Context: an optimization exercise on an open-source flow, tuned for small area, a short achievable clock period and few clock cycles. The choices shown serve that exercise and are no tape-out recipe.
The RTL was checked by simulation tests, not by an equivalence proof against the original design.

==> inputs of job 1029 <==
==> flow/design.v <==
`timescale 1ns/1ns
`default_nettype none
package wallace_mult_pkg;
  localparam int OPERAND_W   = 16;
  localparam int PRODUCT_W   = 32;
  localparam int NUM_PP_ROWS = 16;
  localparam int APB_ADDR_W = 8;
  localparam int APB_DATA_W = 32;
  localparam logic [APB_ADDR_W-1:0] ADDR_OPERAND_A = 8'h00;
  localparam logic [APB_ADDR_W-1:0] ADDR_OPERAND_B = 8'h04;
  localparam logic [APB_ADDR_W-1:0] ADDR_CTRL      = 8'h08;
  localparam logic [APB_ADDR_W-1:0] ADDR_STATUS    = 8'h0C;
  localparam logic [APB_ADDR_W-1:0] ADDR_PRODUCT   = 8'h10;
  localparam int STATUS_BUSY_BIT = 0;
  localparam int STATUS_DONE_BIT = 1;
  localparam int CTRL_START_BIT  = 0;
  typedef logic [PRODUCT_W-1:0] row_t;
  typedef struct packed {
    logic [OPERAND_W-1:0] a;
    logic [OPERAND_W-1:0] b;
  } operand_t;
  typedef struct packed {
    row_t sum_row;
    row_t carry_row;
  } csa_pair_t;
  typedef struct packed {
    logic                  psel;
    logic                  penable;
    logic                  pwrite;
    logic [APB_ADDR_W-1:0] paddr;
    logic [APB_DATA_W-1:0] pwdata;
  } apb_req_t;
  typedef struct packed {
    logic [APB_DATA_W-1:0] prdata;
    logic                  pready;
    logic                  pslverr;
  } apb_rsp_t;
endpackage
`default_nettype wire
`timescale 1ns/1ns
`default_nettype none
module partial_products (
  input  wire wallace_mult_pkg::operand_t                                            op,
  output wire [wallace_mult_pkg::NUM_PP_ROWS-1:0][wallace_mult_pkg::PRODUCT_W-1:0] rows
);
  for (genvar i = 0; i < wallace_mult_pkg::NUM_PP_ROWS; i++) begin : g_row
    logic [wallace_mult_pkg::OPERAND_W-1:0] and_bits;
    wallace_mult_pkg::row_t                 wide_bits;
    assign and_bits  = op.a & {wallace_mult_pkg::OPERAND_W{op.b[i]}};
    assign wide_bits = wallace_mult_pkg::row_t'(and_bits);
    assign rows[i] = wide_bits << i;
  end
endmodule
`default_nettype wire
`timescale 1ns/1ns
`default_nettype none
module csa_layer #(
  parameter int ROWS_IN  = 3,
  parameter int ROWS_OUT = 2 * (ROWS_IN / 3) + (ROWS_IN % 3)
) (
  input  wire [ROWS_IN-1:0][wallace_mult_pkg::PRODUCT_W-1:0]  rows_in,
  output wire [ROWS_OUT-1:0][wallace_mult_pkg::PRODUCT_W-1:0] rows_out
);
  localparam int GROUPS   = ROWS_IN / 3;
  localparam int LEFTOVER = ROWS_IN % 3;
  for (genvar g = 0; g < GROUPS; g++) begin : g_fa
    wallace_mult_pkg::row_t x;
    wallace_mult_pkg::row_t y;
    wallace_mult_pkg::row_t z;
    wallace_mult_pkg::row_t maj;
    assign x   = rows_in[3*g];
    assign y   = rows_in[3*g+1];
    assign z   = rows_in[3*g+2];
    assign maj = (x & y) | (x & z) | (y & z);
    assign rows_out[2*g]   = x ^ y ^ z;
    assign rows_out[2*g+1] = maj << 1;
  end
  for (genvar r = 0; r < LEFTOVER; r++) begin : g_pass
    assign rows_out[2*GROUPS+r] = rows_in[3*GROUPS+r];
  end
endmodule
`default_nettype wire
`timescale 1ns/1ns
`default_nettype none
module wallace_tree (
  input  wire [wallace_mult_pkg::NUM_PP_ROWS-1:0][wallace_mult_pkg::PRODUCT_W-1:0] rows,
  output wallace_mult_pkg::csa_pair_t                                               cs
);
  localparam int LEVEL0 = wallace_mult_pkg::NUM_PP_ROWS;
  localparam int LEVEL1 = 11;
  localparam int LEVEL2 = 8;
  localparam int LEVEL3 = 6;
  localparam int LEVEL4 = 4;
  localparam int LEVEL5 = 3;
  localparam int LEVEL6 = 2;
  wire [LEVEL1-1:0][wallace_mult_pkg::PRODUCT_W-1:0] lvl1;
  wire [LEVEL2-1:0][wallace_mult_pkg::PRODUCT_W-1:0] lvl2;
  wire [LEVEL3-1:0][wallace_mult_pkg::PRODUCT_W-1:0] lvl3;
  wire [LEVEL4-1:0][wallace_mult_pkg::PRODUCT_W-1:0] lvl4;
  wire [LEVEL5-1:0][wallace_mult_pkg::PRODUCT_W-1:0] lvl5;
  wire [LEVEL6-1:0][wallace_mult_pkg::PRODUCT_W-1:0] lvl6;
  csa_layer #(.ROWS_IN(LEVEL0)) u_level1 (
    .rows_in  (rows),
    .rows_out (lvl1)
  );
  csa_layer #(.ROWS_IN(LEVEL1)) u_level2 (
    .rows_in  (lvl1),
    .rows_out (lvl2)
  );
  csa_layer #(.ROWS_IN(LEVEL2)) u_level3 (
    .rows_in  (lvl2),
    .rows_out (lvl3)
  );
  csa_layer #(.ROWS_IN(LEVEL3)) u_level4 (
    .rows_in  (lvl3),
    .rows_out (lvl4)
  );
  csa_layer #(.ROWS_IN(LEVEL4)) u_level5 (
    .rows_in  (lvl4),
    .rows_out (lvl5)
  );
  csa_layer #(.ROWS_IN(LEVEL5)) u_level6 (
    .rows_in  (lvl5),
    .rows_out (lvl6)
  );
  assign cs.sum_row   = lvl6[0];
  assign cs.carry_row = lvl6[1];
endmodule
`default_nettype wire
`timescale 1ns/1ns
`default_nettype none
module stage_reg #(
  parameter int WIDTH = 1
) (
  input  wire              clk,
  input  wire              rst_n,
  input  wire              in_valid,
  input  wire  [WIDTH-1:0] in_data,
  output logic             out_valid,
  output logic [WIDTH-1:0] out_data
);
  always_ff @(posedge clk) begin
    if (!rst_n) begin
      out_valid <= 1'b0;
      out_data  <= '0;
    end else begin
      out_valid <= in_valid;
      if (in_valid) begin
        out_data <= in_data;
      end
    end
  end
endmodule
`default_nettype wire
`timescale 1ns/1ns
`default_nettype none
module wallace_mult_core (
  input  wire                             clk,
  input  wire                             rst_n,
  input  wire                             op_valid,
  input  wire wallace_mult_pkg::operand_t op,
  output logic                            res_valid,
  output wallace_mult_pkg::row_t          product
);
  logic      s1_valid;
  wallace_mult_pkg::operand_t  s1_op;
  logic [wallace_mult_pkg::NUM_PP_ROWS-1:0][wallace_mult_pkg::PRODUCT_W-1:0] pp_rows;
  wallace_mult_pkg::csa_pair_t tree_cs;
  logic      s2_valid;
  wallace_mult_pkg::csa_pair_t s2_cs;
  wallace_mult_pkg::row_t      final_sum;
  stage_reg #(.WIDTH(2 * wallace_mult_pkg::OPERAND_W)) u_stage1 (
    .clk       (clk),
    .rst_n     (rst_n),
    .in_valid  (op_valid),
    .in_data   (op),
    .out_valid (s1_valid),
    .out_data  (s1_op)
  );
  partial_products u_pp (
    .op   (s1_op),
    .rows (pp_rows)
  );
  wallace_tree u_tree (
    .rows (pp_rows),
    .cs   (tree_cs)
  );
  stage_reg #(.WIDTH(2 * wallace_mult_pkg::PRODUCT_W)) u_stage2 (
    .clk       (clk),
    .rst_n     (rst_n),
    .in_valid  (s1_valid),
    .in_data   (tree_cs),
    .out_valid (s2_valid),
    .out_data  (s2_cs)
  );
  assign final_sum = s2_cs.sum_row + s2_cs.carry_row;
  stage_reg #(.WIDTH(wallace_mult_pkg::PRODUCT_W)) u_stage3 (
    .clk       (clk),
    .rst_n     (rst_n),
    .in_valid  (s2_valid),
    .in_data   (final_sum),
    .out_valid (res_valid),
    .out_data  (product)
  );
endmodule
`default_nettype wire
`timescale 1ns/1ns
`default_nettype none
module apb_mult_regs (
  input  wire                             clk,
  input  wire                             rst_n,
  input  wire wallace_mult_pkg::apb_req_t apb_req,
  output wallace_mult_pkg::apb_rsp_t      apb_rsp,
  output logic                            op_valid,
  output wallace_mult_pkg::operand_t      op,
  input  wire                             res_valid,
  input  wire wallace_mult_pkg::row_t     product
);
  logic                  access;
  logic                  stall;
  logic                  xfer;
  logic                  wr_xfer;
  logic                  start;
  logic                  mapped;
  logic [wallace_mult_pkg::APB_DATA_W-1:0] rd_data;
  logic                  busy;
  logic                  done;
  wallace_mult_pkg::row_t                  product_q;
  assign access = apb_req.psel & apb_req.penable;
  assign stall = access & ~apb_req.pwrite & (apb_req.paddr == wallace_mult_pkg::ADDR_PRODUCT) & busy;
  assign xfer    = access & ~stall;
  assign wr_xfer = xfer & apb_req.pwrite;
  assign start = wr_xfer & (apb_req.paddr == wallace_mult_pkg::ADDR_CTRL) &
                 apb_req.pwdata[wallace_mult_pkg::CTRL_START_BIT] & ~busy;
  always_comb begin
    mapped  = 1'b1;
    rd_data = '0;
    case (apb_req.paddr)
      wallace_mult_pkg::ADDR_OPERAND_A: rd_data = wallace_mult_pkg::APB_DATA_W'(op.a);
      wallace_mult_pkg::ADDR_OPERAND_B: rd_data = wallace_mult_pkg::APB_DATA_W'(op.b);
      wallace_mult_pkg::ADDR_CTRL:      rd_data = '0;
      wallace_mult_pkg::ADDR_STATUS: begin
        rd_data[wallace_mult_pkg::STATUS_BUSY_BIT] = busy;
        rd_data[wallace_mult_pkg::STATUS_DONE_BIT] = done;
      end
      wallace_mult_pkg::ADDR_PRODUCT:   rd_data = wallace_mult_pkg::APB_DATA_W'(product_q);
      default:        mapped  = 1'b0;
    endcase
  end
  always_comb begin
    apb_rsp.prdata  = apb_req.pwrite ? '0 : rd_data;
    apb_rsp.pready  = ~stall;
    apb_rsp.pslverr = access & ~mapped;
  end
  always_ff @(posedge clk) begin
    if (!rst_n) begin
      op        <= '0;
      op_valid  <= 1'b0;
      busy      <= 1'b0;
      done      <= 1'b0;
      product_q <= '0;
    end else begin
      op_valid <= start;
      if (wr_xfer && apb_req.paddr == wallace_mult_pkg::ADDR_OPERAND_A) begin
        op.a <= apb_req.pwdata[wallace_mult_pkg::OPERAND_W-1:0];
      end
      if (wr_xfer && apb_req.paddr == wallace_mult_pkg::ADDR_OPERAND_B) begin
        op.b <= apb_req.pwdata[wallace_mult_pkg::OPERAND_W-1:0];
      end
      if (start) begin
        busy <= 1'b1;
        done <= 1'b0;
      end else if (res_valid) begin
        busy      <= 1'b0;
        done      <= 1'b1;
        product_q <= product;
      end
    end
  end
endmodule
`default_nettype wire
`timescale 1ns/1ns
`default_nettype none
module wallace_mult_apb (
  input  wire        clk,
  input  wire        rst_n,
  input  wire        psel,
  input  wire        penable,
  input  wire        pwrite,
  input  wire [7:0]  paddr,
  input  wire [31:0] pwdata,
  output wire [31:0] prdata,
  output wire        pready,
  output wire        pslverr
);
  wallace_mult_pkg::apb_req_t apb_req;
  wallace_mult_pkg::apb_rsp_t apb_rsp;
  assign apb_req.psel    = psel;
  assign apb_req.penable = penable;
  assign apb_req.pwrite  = pwrite;
  assign apb_req.paddr   = paddr;
  assign apb_req.pwdata  = pwdata;
  assign prdata  = apb_rsp.prdata;
  assign pready  = apb_rsp.pready;
  assign pslverr = apb_rsp.pslverr;
  logic     op_valid;
  wallace_mult_pkg::operand_t op;
  logic     res_valid;
  wallace_mult_pkg::row_t     product;
  apb_mult_regs u_regs (
    .clk       (clk),
    .rst_n     (rst_n),
    .apb_req   (apb_req),
    .apb_rsp   (apb_rsp),
    .op_valid  (op_valid),
    .op        (op),
    .res_valid (res_valid),
    .product   (product)
  );
  wallace_mult_core u_core (
    .clk       (clk),
    .rst_n     (rst_n),
    .op_valid  (op_valid),
    .op        (op),
    .res_valid (res_valid),
    .product   (product)
  );
endmodule
`default_nettype wire
==> flow/run.sh <==
#!/bin/bash
# synth_recipe.tcl (not shown) runs the flow's synth.tcl, then flattens the netlist and writes it again
# the make line also repeats each setting of config.mk as NAME=value (left out here)
make -C /OpenROAD-flow-scripts/flow DESIGN_CONFIG=/design/flow/config.mk WORK_HOME=/design/flow/orfs CLKGATE_MAP_FILE= SYNTH_SCRIPT=/design/flow/synth_recipe.tcl finish
==> flow/config.mk <==
export PLATFORM = sky130hd
export DESIGN_NAME = wallace_mult_apb
export DESIGN_NICKNAME = wallace_mult_apb
export VERILOG_FILES = /design/flow/design.v
export SDC_FILE = /design/flow/constraint.sdc
export NUM_CORES = 4
export LEC_CHECK = 0
export CAP_MARGIN = 20
export CORE_MARGIN = 2
export CORE_UTILIZATION = 40
export SLEW_MARGIN = 20
==> flow/constraint.sdc <==
create_clock -name core_clock -period 5.0 [get_ports {clk}]
set_input_delay 1.0000 -clock core_clock [delete_from_list [all_inputs] [get_ports {clk}]]
set_output_delay 1.0000 -clock core_clock [all_outputs]
set_load 0.01 [all_outputs]
==> job 6209: changes against job 1029 <==
--- a/flow/design.v
+++ b/flow/design.v
@@ -295,34 +295,121 @@
 );
-  wallace_mult_pkg::apb_req_t apb_req;
-  wallace_mult_pkg::apb_rsp_t apb_rsp;
-  assign apb_req.psel    = psel;
-  assign apb_req.penable = penable;
-  assign apb_req.pwrite  = pwrite;
-  assign apb_req.paddr   = paddr;
-  assign apb_req.pwdata  = pwdata;
-  assign prdata  = apb_rsp.prdata;
-  assign pready  = apb_rsp.pready;
-  assign pslverr = apb_rsp.pslverr;
-  logic     op_valid;
-  wallace_mult_pkg::operand_t op;
-  logic     res_valid;
-  wallace_mult_pkg::row_t     product;
-  apb_mult_regs u_regs (
-    .clk       (clk),
-    .rst_n     (rst_n),
-    .apb_req   (apb_req),
-    .apb_rsp   (apb_rsp),
-    .op_valid  (op_valid),
-    .op        (op),
-    .res_valid (res_valid),
-    .product   (product)
-  );
-  wallace_mult_core u_core (
-    .clk       (clk),
-    .rst_n     (rst_n),
-    .op_valid  (op_valid),
-    .op        (op),
-    .res_valid (res_valid),
-    .product   (product)
-  );
+  logic [15:0] op_a;
+  logic [15:0] op_b;
+  logic [17:0] op_a3;      
+  logic [31:0] prod;       
+  logic        ph1;        
+  logic        ph2;        
+  logic        ph3;        
+  logic        acc_en;     
+  logic        done;
+  logic        a_ok;       
+  logic        b_ok;       
+  logic [1:0]  dig1;
+  logic [1:0]  dig2;
+  logic [1:0]  dig3;
+  logic        we_a;       
+  logic        we_b;       
+  logic        rd_a;       
+  logic        rd_b;       
+  logic        sel_stat;
+  logic        sel_prod;   
+  logic        rd_prod;    
+  logic        err_q;
+  logic        start_setup;
+  logic        pass0;
+  logic        busy;
+  logic        done_d;
+  logic        a_ok_d;
+  logic        b_ok_d;
+  assign start_setup = psel & ~penable & pwrite &
+                       (paddr == wallace_mult_pkg::ADDR_CTRL) &
+                       pwdata[wallace_mult_pkg::CTRL_START_BIT];
+  assign busy = ph2 | ph3;
+  assign pass0 = start_setup & ~busy;
+  assign done_d = rst_n & (ph3 | (done & ~ph1));
+  assign a_ok_d = rst_n & (a_ok | we_a);
+  assign b_ok_d = rst_n & (b_ok | we_b);
+  logic [15:0] acc_in;
+  logic [17:0] row [2];
+  logic [19:0] csa_x;
+  logic [19:0] csa_y;
+  logic [19:0] csa_z;
+  logic [19:0] csa_s;
+  logic [19:0] csa_c;
+  logic [19:0] mac;
+  assign acc_in = {16{acc_en}} & prod[31:16];
+  for (genvar j = 0; j < 2; j++) begin : g_row
+    assign row[j] = ({18{dig1[j]}} & {2'b00, op_a}) |
+                    ({18{dig2[j]}} & {1'b0, op_a, 1'b0}) |
+                    ({18{dig3[j]}} & op_a3);
+  end
+  assign csa_x = 20'(acc_in);
+  assign csa_y = 20'(row[0]);
+  assign csa_z = 20'(row[1]) << 2;
+  assign csa_s = csa_x ^ csa_y ^ csa_z;
+  assign csa_c = ((csa_x & csa_y) | (csa_x & csa_z) | (csa_y & csa_z)) << 1;
+  assign mac   = csa_s + csa_c;
+  always_ff @(posedge clk) begin
+    if (pass0 | ph1 | busy) begin
+      prod <= {mac, prod[15:4]};
+    end
+  end
+  logic [15:0] b_next;
+  logic [3:0]  bits_next;
+  assign b_next = we_b ? pwdata[15:0] : op_b;
+  always_comb begin
+    if (ph2)        bits_next = op_b[15:12];
+    else if (ph1)   bits_next = op_b[11:8];
+    else if (pass0) bits_next = op_b[7:4];
+    else            bits_next = b_next[3:0];
+  end
+  always_ff @(posedge clk) begin
+    for (int j = 0; j < 2; j++) begin
+      dig1[j] <= a_ok_d & b_ok_d & (bits_next[2*j+1 -: 2] == 2'd1);
+      dig2[j] <= a_ok_d & b_ok_d & (bits_next[2*j+1 -: 2] == 2'd2);
+      dig3[j] <= a_ok_d & b_ok_d & (bits_next[2*j+1 -: 2] == 2'd3);
+    end
+  end
+  always_ff @(posedge clk) begin
+    ph1  <= rst_n & pass0;
+    ph2  <= rst_n & ph1;
+    ph3  <= rst_n & ph2;
+    acc_en <= rst_n & (pass0 | ph1 | ph2);
+    done <= done_d;
+    a_ok <= a_ok_d;
+    b_ok <= b_ok_d;
+  end
+  always_ff @(posedge clk) begin
+    we_a     <= psel & ~penable & pwrite & (paddr == wallace_mult_pkg::ADDR_OPERAND_A);
+    we_b     <= psel & ~penable & pwrite & (paddr == wallace_mult_pkg::ADDR_OPERAND_B);
+    rd_a     <= (paddr == wallace_mult_pkg::ADDR_OPERAND_A) & a_ok_d;
+    rd_b     <= (paddr == wallace_mult_pkg::ADDR_OPERAND_B) & b_ok_d;
+    sel_stat <= (paddr == wallace_mult_pkg::ADDR_STATUS);
+    sel_prod <= (paddr == wallace_mult_pkg::ADDR_PRODUCT) & done_d;
+    rd_prod  <= (paddr == wallace_mult_pkg::ADDR_PRODUCT) & ~pwrite;
+    err_q    <= ~((paddr == wallace_mult_pkg::ADDR_OPERAND_A) |
+                  (paddr == wallace_mult_pkg::ADDR_OPERAND_B) |
+                  (paddr == wallace_mult_pkg::ADDR_CTRL) |
+                  (paddr == wallace_mult_pkg::ADDR_STATUS) |
+                  (paddr == wallace_mult_pkg::ADDR_PRODUCT));
+  end
+  always_ff @(posedge clk) begin
+    if (we_a) begin
+      op_a  <= pwdata[15:0];
+      op_a3 <= 18'(pwdata[15:0]) + 18'({pwdata[15:0], 1'b0});
+    end
+    if (we_b) op_b <= pwdata[15:0];
+  end
+  logic [31:0] rd_data;
+  always_comb begin
+    rd_data = {32{sel_prod}} & prod;
+    rd_data[15:0] = rd_data[15:0] | ({16{rd_a}} & op_a) | ({16{rd_b}} & op_b);
+    rd_data[wallace_mult_pkg::STATUS_BUSY_BIT] =
+      rd_data[wallace_mult_pkg::STATUS_BUSY_BIT] | (sel_stat & busy);
+    rd_data[wallace_mult_pkg::STATUS_DONE_BIT] =
+      rd_data[wallace_mult_pkg::STATUS_DONE_BIT] | (sel_stat & done);
+  end
+  assign prdata  = rd_data;
+  assign pready  = ~(rd_prod & ph3);
+  assign pslverr = err_q;
 endmodule
==> flow/flow/run.sh (new file) <==
#!/bin/bash
# The standard layout, with plain buffers (buf_2) instead of the default
# delay cells as the buffers on the input and output ports.
set -e
export BUFFER_PORTS_ARGS="-buffer_cell sky130_fd_sc_hd__buf_2"
bash standard.sh > standard.log 2>&1
==> flow/standard.sh (new file) <==
#!/bin/bash
# synth_recipe.tcl (not shown) runs the flow's synth.tcl, then flattens the netlist and writes it again
# the make line also repeats each setting of config.mk as NAME=value (left out here)
make -C /OpenROAD-flow-scripts/flow DESIGN_CONFIG=/design/flow/config.mk WORK_HOME=/design/flow/orfs CLKGATE_MAP_FILE= SYNTH_SCRIPT=/design/flow/synth_recipe.tcl "${@:-finish}"
Settings changed: ABC_AREA from default to 1, CELL_PAD_IN_SITES_DETAIL_PLACEMENT from default to 1, CELL_PAD_IN_SITES_GLOBAL_PLACEMENT from default to 2, CORE_UTILIZATION 40 to 55, SETUP_SLACK_MARGIN from default to 1.5.
removed: flow/run.sh
==> notes.md <==
Job 6209 stopped in global placement without I/O. Job 1029 finished clean.
Between job 1029 and job 6209, the lower synthesized cell count is in job 6209 (gap about 100%, measured against job 6209).
In job 6209 the area after synthesis is lower than in job 1029, by 56%.
Testbench counts of job 1029, summed over its fixed seeds: cycles 26,408.
Testbench counts of job 6209, summed over its fixed seeds: cycles 21,608.

## afterwards: timing with drivers on the ports
The results above use ideal ports. As a check the final layout listed here was re-extracted and re-timed, cells and wires unchanged. Step 1: set_driving_cell puts a clkbuf_16 on clk and a buf_2 on each other input, an assumption about the parent block. Step 2 adds t to the input delays and takes it off the output delays; t is the mean of the earliest and latest rising clock arrival at the registers after step 1. Input paths then give back, and output paths get back, about the clock's delay inside the block. Three values: no drivers, after step 1, after step 2; two values: the first two.
run: job 1029
t (ns): 0.491
setup WS [ns]: 0.492 / 0.468 / 0.468
worst hold slack (ns): 0.457 / 0.457 / 0.457
pins driven straight from the clock port: 1
After both steps job 1029 still meets setup and hold. For job 1029, drivers alone change the setup slack by -0.024 ns; drivers and shift together by -0.024 ns.
